What follows belongs to an exercise in optimizing a design on an open flow for small area and few clock cycles; a production flow would make more cautious choices.
In this exercise RTL edits were held to simulation tests only and were not proved equivalent to the original.

== run 1 ==
==> flow/design.v (excerpt) <==
module marching_squares_top (
    input  wire        clk,
    input  wire        rst_n,
    input  wire        cell_valid,
    output wire        cell_stall,
    input  wire [79:0] cell_word,
    output wire        seg_valid,
    input  wire        seg_stall,
    output wire [36:0] seg,
    input  wire        psel,
    input  wire        penable,
    input  wire        pwrite,
    input  wire [3:0]  paddr,
    input  wire [31:0] pwdata,
    output wire [31:0] prdata,
    output wire        pready
);
    marching_squares_cell_segments u_core (
        .clk        (clk),
        .rst_n      (rst_n),
        .cell_valid (cell_valid),
        .cell_stall (cell_stall),
        .cell_word  (cell_word),
        .seg_valid  (seg_valid),
        .seg_stall  (seg_stall),
        .seg        (seg),
        .psel       (psel),
        .penable    (penable),
        .pwrite     (pwrite),
        .paddr      (paddr),
        .pwdata     (pwdata),
        .prdata     (prdata),
        .pready     (pready)
    );
endmodule
Size: roughly 200 I/O pins, ~10000 µm² of cells after synthesis.
clock: 9.0 ns
lec_check: 0
cap_margin: 20
core_margin: 2
core_utilization: 40
slew_margin: 20
standard.sh (not shown) runs the stock make flow with config.mk's settings and CLKGATE_MAP_FILE= SYNTH_SCRIPT=/design/flow/synth_recipe.tcl, a recipe that flattens the netlist after the stock synthesis.
==> flow/flow/run.sh <==
#!/bin/bash
# The standard layout with these changes:
#  - synthesis: the standard script (same registers, names and cell types), but
#    the design's modules are kept apart until after technology mapping; the
#    index adder tree (mscs_idx), which holds the critical path, is mapped with
#    ORFS's speed script and every other module with flow/abc_area.script, an
#    area-oriented mapping; the yosys pre-mapping abc pass is skipped. After
#    flattening, the index datapath's internal wire names are dropped so that
#    its outputs drive the output ports directly, buffers are inserted only for
#    outputs that share a net (as the standard synthesis does), and the netlist
#    is renamed as in the standard synthesis
#  - synthesis buffers removed before placement (timing is repaired after)
#  - plain buf_1 cells as the port buffers
#  - a clock tree of clkbuf_8 cells, larger sink clusters, no dummy loads
set -uo pipefail
W=$(pwd)
sed -e "s#^source \$::env(SCRIPTS_DIR)/synth_preamble.tcl\$#source \$::env(SCRIPTS_DIR)/synth_preamble.tcl\nset abc_area_args [lreplace \$abc_args 1 1 $W/flow/abc_area.script]#" \
    -e "s#^  log_cmd abc {\*}\$abc_args\$#  log_cmd abc {*}\$abc_args mscs_idx\n  log_cmd abc {*}\$abc_area_args marching_squares_top marching_squares_cell_segments mscs_seg_calc#" \
    "$FLOW_HOME/scripts/synth.tcl" > "$W/my_synth_core.tcl"
sed -e "s#source \$::env(SCRIPTS_DIR)/synth.tcl#source $W/my_synth_core.tcl#" \
    -e "s#yosys synth -nofsm -noshare#yosys synth -nofsm -noshare -noabc#" \
    -e "s#^opt_clean -purge\$#yosys rename -hide w:u_core.u_calc.*\nopt_clean -purge\ninsbuf -buf {*}\$::env(MIN_BUF_CELL_AND_PORTS)#" \
    synth_recipe.tcl > "$W/my_synth.tcl"
sed "s#SYNTH_SCRIPT=[^ ]*#SYNTH_SCRIPT=$W/my_synth.tcl#" standard.sh > "$W/my_standard.sh"
SYNTH_HIERARCHICAL=1 SYNTH_MINIMUM_KEEP_SIZE=0 SYNTH_INSBUF=0 bash "$W/my_standard.sh" synth > synth.log 2>&1
export BUFFER_PORTS_ARGS="-buffer_cell sky130_fd_sc_hd__buf_1"
export CTS_ARGS="-sink_clustering_enable -repair_clock_nets -buf_list sky130_fd_sc_hd__clkbuf_8 -root_buf sky130_fd_sc_hd__clkbuf_8 -dont_use_dummy_load -sink_clustering_size 30"
export REMOVE_ABC_BUFFERS=1
bash "$W/my_standard.sh" > standard.log 2>&1
==> flow/flow/abc_area.script <==
strash
&get -n
&fraig -x
&put
scorr
dc2
dch -f
amap
topo
stime -c
Run 1 reached the end of the flow, and the finished layout is clean on the timing, DRC and antenna checks.
Testbench counts of run 1, summed over its fixed seeds: cycles 10,644.
#### Input delta (run 2 over run 1)
# run 1
export LEC_CHECK = 0
export CAP_MARGIN = 20
export CORE_MARGIN = 2
export CORE_UTILIZATION = 40
export SLEW_MARGIN = 20
create_clock -name core_clock -period 9.0 [get_ports {clk}]
# run 2
export LEC_CHECK = 0
export CAP_MARGIN = 20
export CORE_MARGIN = 2
export CORE_UTILIZATION = 60
export SLEW_MARGIN = 20
create_clock -name core_clock -period 9.0 [get_ports {clk}]
-- flow/flow/run.sh --
<<< run 1, line 12
#  - synthesis buffers removed before placement (timing is repaired after)
>>> run 2, line 12
<<< run 1, line 28
export REMOVE_ABC_BUFFERS=1
>>> run 2, line 27
--- outcome ---
- Comparing run 1 and run 2, arrival time at the worst endpoint is lower on run 2.
- Post-route antenna net violation count essentially unchanged between run 1 and run 2.
- Design area: run 2 < run 1
- When the final numbers for run 1 and run 2 were put side by side, the worst path setup slack after routing turned out to be greater in run 2.
- Compared with run 1, run 2 shows a lower cell count after placement.
- Run 2: count of placed standard cells in the final layout, fillers left out is 6.2% lower than what run 1 reported.
[inputs] run 3 vs run 2
# run 2
export LEC_CHECK = 0
export CAP_MARGIN = 20
export CORE_MARGIN = 2
export CORE_UTILIZATION = 60
export SLEW_MARGIN = 20
create_clock -name core_clock -period 9.0 [get_ports {clk}]
# run 3
export LEC_CHECK = 0
export CAP_MARGIN = 20
export CORE_MARGIN = 2
export CORE_UTILIZATION = 40
export SLEW_MARGIN = 20
create_clock -name core_clock -period 9.0 [get_ports {clk}]
-- flow/flow/run.sh --
<<< run 2, line 7
#    area-oriented mapping; the yosys pre-mapping abc pass is skipped. After
#    flattening, the index datapath's internal wire names are dropped so that
#    its outputs drive the output ports directly, buffers are inserted only for
#    outputs that share a net (as the standard synthesis does), and the netlist
#    is renamed as in the standard synthesis
>>> run 3, line 7
#    area-oriented mapping; the yosys pre-mapping abc pass is skipped; the
#    netlist is flattened and renamed as in the standard synthesis
<<< run 2, line 21
    -e "s#^opt_clean -purge\$#yosys rename -hide w:u_core.u_calc.*\nopt_clean -purge\ninsbuf -buf {*}\$::env(MIN_BUF_CELL_AND_PORTS)#" \
>>> run 3, line 18
<<< run 2, line 24
SYNTH_HIERARCHICAL=1 SYNTH_MINIMUM_KEEP_SIZE=0 SYNTH_INSBUF=0 bash "$W/my_standard.sh" synth > synth.log 2>&1
>>> run 3, line 20
SYNTH_HIERARCHICAL=1 SYNTH_MINIMUM_KEEP_SIZE=0 bash "$W/my_standard.sh" synth > synth.log 2>&1
<<< run 2, line 27
>>> run 3, line 23
export REMOVE_ABC_BUFFERS=1
## What came out
Going from run 2 to run 3, number of buffers outside the clock class in the layout shrank by a few percent. Floorplan core area is lower on run 2. Compared with run 2, in run 3 setup slack now smaller; count of multi-input gates comparable. Compared with run 2, run 3 ends up with more cell area. Sort run 2 and run 3 by total via count after detailed routing, descending, and run 2 comes first. [run 3] area after synthesis rose 290 µm² relative to run 2. Compared with run 2, run 3 shows a higher post-layout minimum cycle time. Run 3: met3 global-route usage is 2.6 points lower than what run 2 reported. Run 3 ended up with u_core.cols_hi_reg as its launching instance or port of the critical path; run 2 ended up with u_core.cols_raw_reg[1].
Modified inputs, run 4 compared to run 3
-- flow/flow/run.sh --
<<< run 3, line 7
#    area-oriented mapping; the yosys pre-mapping abc pass is skipped; the
#    netlist is flattened and renamed as in the standard synthesis
>>> run 4, line 7
#    area-oriented mapping; the yosys pre-mapping abc pass is skipped. After
#    flattening, the index datapath's internal wire names are dropped so that
#    its outputs drive the output ports directly, buffers are inserted only for
#    outputs that share a net (as the standard synthesis does), and the netlist
#    is renamed as in the standard synthesis
<<< run 3, line 18
>>> run 4, line 21
    -e "s#^opt_clean -purge\$#yosys rename -hide w:u_core.u_calc.*\nopt_clean -purge\ninsbuf -buf {*}\$::env(MIN_BUF_CELL_AND_PORTS)#" \
<<< run 3, line 20
SYNTH_HIERARCHICAL=1 SYNTH_MINIMUM_KEEP_SIZE=0 bash "$W/my_standard.sh" synth > synth.log 2>&1
>>> run 4, line 24
SYNTH_HIERARCHICAL=1 SYNTH_MINIMUM_KEEP_SIZE=0 SYNTH_INSBUF=0 bash "$W/my_standard.sh" synth > synth.log 2>&1
<<< run 3, line 22
export CTS_ARGS="-sink_clustering_enable -repair_clock_nets -buf_list sky130_fd_sc_hd__clkbuf_8 -root_buf sky130_fd_sc_hd__clkbuf_8 -dont_use_dummy_load -sink_clustering_size 30"
export REMOVE_ABC_BUFFERS=1
>>> run 4, line 26
export CTS_ARGS="-sink_clustering_enable -repair_clock_nets -buf_list sky130_fd_sc_hd__clkbuf_8 -root_buf sky130_fd_sc_hd__clkbuf_8 -dont_use_dummy_load -sink_clustering_size 30 -sink_clustering_max_diameter 300"
--- outcome ---
Of run 3 and run 4, the run reporting the lower buffer and inverter count on the worst path was run 4.

* * *

marching_squares_top again, from the RTL that the note above started with.
clock: 9.0 ns
lec_check: 0
cap_margin: 20
core_margin: 2
core_utilization: 40
slew_margin: 20
==> flow/flow/run.sh <==
#!/bin/bash
# The standard layout with these changes:
#  - synthesis: the standard script (same registers, names and cell types), but
#    the design's modules are kept apart until after technology mapping; the
#    index adder tree (mscs_idx), which holds the critical path, is mapped with
#    ORFS's speed script and every other module with flow/abc_area.script, an
#    area-oriented mapping; the yosys pre-mapping abc pass is skipped. After
#    flattening, the index datapath's internal wire names are dropped so that
#    its outputs drive the output ports directly, buffers are inserted only for
#    outputs that share a net (as the standard synthesis does), and the netlist
#    is renamed as in the standard synthesis
#  - plain buf_1 cells as the port buffers
#  - a clock tree of a few clkbuf_16 cells (large sink clusters), no dummy loads
set -uo pipefail
W=$(pwd)
sed -e "s#^source \$::env(SCRIPTS_DIR)/synth_preamble.tcl\$#source \$::env(SCRIPTS_DIR)/synth_preamble.tcl\nset abc_area_args [lreplace \$abc_args 1 1 $W/flow/abc_area.script]#" \
    -e "s#^  log_cmd abc {\*}\$abc_args\$#  log_cmd abc {*}\$abc_args mscs_idx\n  log_cmd abc {*}\$abc_area_args marching_squares_top marching_squares_cell_segments mscs_seg_calc#" \
    "$FLOW_HOME/scripts/synth.tcl" > "$W/my_synth_core.tcl"
sed -e "s#source \$::env(SCRIPTS_DIR)/synth.tcl#source $W/my_synth_core.tcl#" \
    -e "s#yosys synth -nofsm -noshare#yosys synth -nofsm -noshare -noabc#" \
    -e "s#^opt_clean -purge\$#yosys rename -hide w:u_core.u_calc.*\nopt_clean -purge\ninsbuf -buf {*}\$::env(MIN_BUF_CELL_AND_PORTS)#" \
    synth_recipe.tcl > "$W/my_synth.tcl"
sed "s#SYNTH_SCRIPT=[^ ]*#SYNTH_SCRIPT=$W/my_synth.tcl#" standard.sh > "$W/my_standard.sh"
SYNTH_HIERARCHICAL=1 SYNTH_MINIMUM_KEEP_SIZE=0 SYNTH_INSBUF=0 bash "$W/my_standard.sh" synth > synth.log 2>&1
export BUFFER_PORTS_ARGS="-buffer_cell sky130_fd_sc_hd__buf_1"
export CTS_ARGS="-sink_clustering_enable -repair_clock_nets -buf_list sky130_fd_sc_hd__clkbuf_16 -root_buf sky130_fd_sc_hd__clkbuf_16 -dont_use_dummy_load -sink_clustering_size 45 -sink_clustering_max_diameter 300"
bash "$W/my_standard.sh" > standard.log 2>&1
Scripts as last shown in full above: flow/flow/abc_area.script
The baseline passed the timing, DRC and antenna checks.
Testbench counts at the start, summed over its fixed seeds: cycles 10,644.
Next try:
--- a/flow/flow/run.sh
+++ b/flow/flow/run.sh
@@ -11,5 +11,5 @@
 #    is renamed as in the standard synthesis
 #  - plain buf_1 cells as the port buffers
-#  - a clock tree of a few clkbuf_16 cells (large sink clusters), no dummy loads
+#  - a clock tree of clkbuf_8 cells, larger sink clusters, no dummy loads
 set -uo pipefail
 W=$(pwd)
@@ -19,9 +19,9 @@
 sed -e "s#source \$::env(SCRIPTS_DIR)/synth.tcl#source $W/my_synth_core.tcl#" \
     -e "s#yosys synth -nofsm -noshare#yosys synth -nofsm -noshare -noabc#" \
-    -e "s#^opt_clean -purge\$#yosys rename -hide w:u_core.u_calc.*\nopt_clean -purge\ninsbuf -buf {*}\$::env(MIN_BUF_CELL_AND_PORTS)#" \
+    -e "s#^opt_clean -purge\$#rename -hide w:u_core.u_calc.*\nopt_clean -purge\ninsbuf -buf {*}\$::env(MIN_BUF_CELL_AND_PORTS)#" \
     synth_recipe.tcl > "$W/my_synth.tcl"
 sed "s#SYNTH_SCRIPT=[^ ]*#SYNTH_SCRIPT=$W/my_synth.tcl#" standard.sh > "$W/my_standard.sh"
 SYNTH_HIERARCHICAL=1 SYNTH_MINIMUM_KEEP_SIZE=0 SYNTH_INSBUF=0 bash "$W/my_standard.sh" synth > synth.log 2>&1
 export BUFFER_PORTS_ARGS="-buffer_cell sky130_fd_sc_hd__buf_1"
-export CTS_ARGS="-sink_clustering_enable -repair_clock_nets -buf_list sky130_fd_sc_hd__clkbuf_16 -root_buf sky130_fd_sc_hd__clkbuf_16 -dont_use_dummy_load -sink_clustering_size 45 -sink_clustering_max_diameter 300"
+export CTS_ARGS="-sink_clustering_enable -repair_clock_nets -buf_list sky130_fd_sc_hd__clkbuf_8 -root_buf sky130_fd_sc_hd__clkbuf_8 -dont_use_dummy_load -sink_clustering_size 30"
 bash "$W/my_standard.sh" > standard.log 2>&1
Outcome: The new run never finished: it broke off in 1_2_yosys.
Next try:
--- a/flow/flow/run.sh
+++ b/flow/flow/run.sh
@@ -19,5 +19,5 @@
 sed -e "s#source \$::env(SCRIPTS_DIR)/synth.tcl#source $W/my_synth_core.tcl#" \
     -e "s#yosys synth -nofsm -noshare#yosys synth -nofsm -noshare -noabc#" \
-    -e "s#^opt_clean -purge\$#rename -hide w:u_core.u_calc.*\nopt_clean -purge\ninsbuf -buf {*}\$::env(MIN_BUF_CELL_AND_PORTS)#" \
+    -e "s#^opt_clean -purge\$#yosys rename -hide w:u_core.u_calc.*\nopt_clean -purge\ninsbuf -buf {*}\$::env(MIN_BUF_CELL_AND_PORTS)#" \
     synth_recipe.tcl > "$W/my_synth.tcl"
 sed "s#SYNTH_SCRIPT=[^ ]*#SYNTH_SCRIPT=$W/my_synth.tcl#" standard.sh > "$W/my_standard.sh"
CORE_UTILIZATION = 55   (was 40)
GPL_ROUTABILITY_DRIVEN = 0   (was not set)
GPL_TIMING_DRIVEN = 0   (was not set)
What happened: The new run completed without violations.
Next try:
CORE_UTILIZATION = 40   (was 55)
GPL_ROUTABILITY_DRIVEN = not set   (was 0)
GPL_TIMING_DRIVEN = not set   (was 0)
The new run ran to the end with no violations.
Die area came out higher by about 36%.
Wire length came out higher by about 5%.
Worst setup slack is better by 0.11 ns.

==> static timing again, ports no longer ideal <==
Ports are ideal in the flow. The routed layouts listed here were re-timed in OpenROAD.
Step 1 (the two cells are an assumption about what drives the block):
set clk [get_ports {clk}]
set_driving_cell -lib_cell sky130_fd_sc_hd__clkbuf_16 $clk
set_driving_cell -lib_cell sky130_fd_sc_hd__buf_2 [delete_from_list [all_inputs] $clk]
Step 2 adds t to the input delays and takes it off the output delays; t is the mean of the earliest and latest rising clock arrival at the registers after step 1. Input paths then give back, and output paths get back, about the clock's delay inside the block.
a / b / c = ideal / step 1 / step 2; a / b = the first two.
run	shift t [ns]	slack for setup (ns)	hold WS [ns]	clock arrival spread, ns	cell pins on the clock port's net
run 1	0.424	0.309 / 0.265 / 0.689	0.544 / 0.544 / 0.544	0.041 / 0.042	1
run 2	0.408	0.328 / 0.286 / 0.695	0.532 / 0.532 / 0.532	0.045 / 0.045	1
run 3	0.416	0.310 / 0.269 / 0.686	0.548 / 0.548 / 0.548	0.031 / 0.031	1
run 4	0.410	0.342 / 0.300 / 0.711	0.532 / 0.532 / 0.532	0.036 / 0.037	1
the first run of note 2	0.395	0.334 / 0.287 / 0.682	0.535 / 0.535 / 0.535	0.023 / 0.022	1
the third run of note 2	0.429	0.234 / 0.189 / 0.619	0.529 / 0.529 / 0.529	0.044 / 0.043	1
the fourth run of note 2	0.410	0.342 / 0.300 / 0.711	0.532 / 0.532 / 0.532	0.036 / 0.037	1
After both steps every run listed still meets setup and hold.
